What follows belongs to an exercise in optimizing a design on an open flow for small area, a short achievable clock period and few clock cycles per item; a production flow would make more cautious choices.

==> flow/design.v (excerpt) <==
module particle_update_step_unit (
  input  logic               clk,
  input  logic               rst_n,
  input  logic               in_valid,
  output logic               in_stall,
  input  logic signed [31:0] in_pos_x,
  input  logic signed [31:0] in_pos_y,
  input  logic signed [31:0] in_vel_x,
  input  logic signed [31:0] in_vel_y,
  input  logic signed [31:0] in_life_left,
  input  logic signed [31:0] in_gravity_amount,
  input  logic        [15:0] in_gravity_angle,
  input  logic               in_last_of_list,
  output logic               out_valid,
  input  logic               out_stall,
  output logic               out_keep,
  output logic        [12:0] out_slot,
  output logic signed [31:0] out_new_x,
  output logic signed [31:0] out_new_y,
  output logic signed [31:0] out_new_vel_x,
  output logic signed [31:0] out_new_vel_y,
  output logic signed [31:0] out_new_life,
  output logic               out_end_of_list
);
Size: about 5700 cells after synthesis.
export LEC_CHECK = 0
export CAP_MARGIN = 20
export CORE_MARGIN = 2
export CORE_UTILIZATION = 60
export PLACE_DENSITY = 0.72
export SLEW_MARGIN = 20
export SYNTH_MEMORY_MAX_BITS = 16384
create_clock -name core_clock -period 16.0 [get_ports {clk}]
standard.sh (not shown) runs the stock make flow with config.mk's settings and CLKGATE_MAP_FILE= SYNTH_SCRIPT=/design/flow/synth_recipe.tcl, a recipe that flattens the netlist after the stock synthesis.
==> flow/flow/run.sh <==
#!/bin/bash
# Standard ORFS layout (the standard.sh, unchanged synthesis and steps),
# with repair_timing aiming for setup slack of 11.5 ns at the design's
# period instead of 0, so that the layout's achieved period is pushed down.
set -euo pipefail
bash standard.sh SETUP_SLACK_MARGIN=11.5 finish > make_finish.log 2>&1
Then changed:
--- a/flow/design.v
+++ b/flow/design.v
@@ -1188,61 +1188,58 @@
       keep1 <= keep0;
       amt1  <= amt0;
       amt31 <= 34'(amt0) + (34'(amt0) <<< 1);
       cbd1  <= booth8_enc(cmag, cneg0);
       sbd1  <= booth8_enc(smag, !sneg0);
       last1 <= last0;
     end
   end
   logic        [99:0] cs_x, cs_y;
   logic signed [31:0] x2, y2, life2;
-  logic        [16:0] low_x, low_y;
-  logic        [33:0] xs2, xc2, ys2, yc2;   
-  logic               xci2, yci2;           
+  logic        [49:0] xs2, xc2, ys2, yc2;   
   logic               keep2, last2;
   always_comb begin
     cs_x  = pus_pkg::mac_x(amt1, amt31, cbd1, vx1);
     cs_y  = pus_pkg::mac_y(amt1, amt31, sbd1, vy1);
-    low_x = {1'b0, cs_x[15:0]} + {1'b0, cs_x[65:50]};
-    low_y = {1'b0, cs_y[15:0]} + {1'b0, cs_y[65:50]};
   end
   always_ff @(posedge clk) begin
     if (!rst_n) begin
       v2 <= 1'b0;
     end else if (ld2) begin
       v2 <= v1;
     end
   end
   always_ff @(posedge clk) begin
     if (ld2) begin
       x2    <= x1;
       y2    <= y1;
       life2 <= life1;
       keep2 <= keep1;
       last2 <= last1;
-      xs2   <= cs_x[49:16];
-      xc2   <= cs_x[99:66];
-      xci2  <= low_x[16];
-      ys2   <= cs_y[49:16];
-      yc2   <= cs_y[99:66];
-      yci2  <= low_y[16];
+      xs2   <= cs_x[49:0];
+      xc2   <= cs_x[99:50];
+      ys2   <= cs_y[49:0];
+      yc2   <= cs_y[99:50];
     end
   end
   logic        [12:0] cnt;
+  logic        [49:0] ax, ay;
   logic signed [33:0] rx, ry;
   logic signed [31:0] sx, sy;
   logic               r_keep, r_last;
   logic        [12:0] r_slot;
   logic signed [31:0] r_x, r_y, r_vx, r_vy, r_life;
   always_comb begin
-    rx = xs2 + xc2 + 34'(xci2);
-    ry = ys2 + yc2 + 34'(yci2);
+    ax = xs2 + xc2;
+    ay = ys2 + yc2;
+    rx = ax[49:16];
+    ry = ay[49:16];
     sx = (rx[33:31] == 3'b000 || rx[33:31] == 3'b111) ? rx[31:0]
        : (rx[33] ? 32'sh80000000 : 32'sh7FFFFFFF);
     sy = (ry[33:31] == 3'b000 || ry[33:31] == 3'b111) ? ry[31:0]
        : (ry[33] ? 32'sh80000000 : 32'sh7FFFFFFF);
     r_keep = keep2;
     r_last = last2;
     r_life = life2;
     r_slot = keep2 ? cnt : 13'd0;
     r_x    = keep2 ? x2 : 32'sd0;
     r_y    = keep2 ? y2 : 32'sd0;
@@ -1281,21 +1278,21 @@
       if (sv) begin
         o_keep <= k_keep; o_slot <= k_slot; o_x <= k_x; o_y <= k_y;
         o_vx <= k_vx; o_vy <= k_vy; o_life <= k_life; o_last <= k_last;
       end else begin
         o_keep <= r_keep; o_slot <= r_slot; o_x <= r_x; o_y <= r_y;
         o_vx <= r_vx; o_vy <= r_vy; o_life <= r_life; o_last <= r_last;
       end
     end
   end
   always_ff @(posedge clk) begin
-    if (!sv) begin
+    if (!en_out && !sv) begin
       k_keep <= r_keep; k_slot <= r_slot; k_x <= r_x; k_y <= r_y;
       k_vx <= r_vx; k_vy <= r_vy; k_life <= r_life; k_last <= r_last;
     end
   end
   assign out_valid       = ov;
   assign out_keep        = o_keep;
   assign out_slot        = o_slot;
   assign out_new_x       = o_x;
   assign out_new_y       = o_y;
   assign out_new_vel_x   = o_vx;
Outcome: Non-clock buffer count drops by 14; count of clock-buffer cells in the layout drops by 9; die area climbs by 7.5%; synthesized area climbs by 7.6%; worst setup slack gains 0.0090 ns; routed wire length climbs by 5.2%; via count climbs by 5.2%; design area climbs by 6.9%; sequential share of layout area climbs by 1.7 points; cell count climbs by 5.9%; global-route usage drops by 0.17 points; register-to-register slack gains 0.09 ns.
Function was not checked in any run of this note: the RTL went through the layout flow alone.

-- separate check: timing with driven ports --
The results above use ideal ports. As a check the final layouts listed here were re-extracted and re-timed, cells and wires unchanged.
Step 1 assumes that a clkbuf_16 drives the clock port and a buf_2 every other input.
Step 2 times the ports against the registers' clock, not the clock port: input delays grow and output delays shrink by t, the midpoint of the rising clock arrivals with the driver on.
Three values: no drivers, after step 1, after step 2; two values: the first two.
run | t (ns) | slack for setup (ns) | slew at the worst register clock pin (ns)
the first run | 0.768 | 11.233 / 11.198 / 10.503 | 0.07 / 0.07
the second run | 0.813 | 11.242 / 11.165 / 10.778 | 0.07 / 0.07
After both steps every run listed still meets setup and hold. For the first run, which loses most, drivers alone change the setup slack by -0.035 ns; drivers and shift together by -0.730 ns.
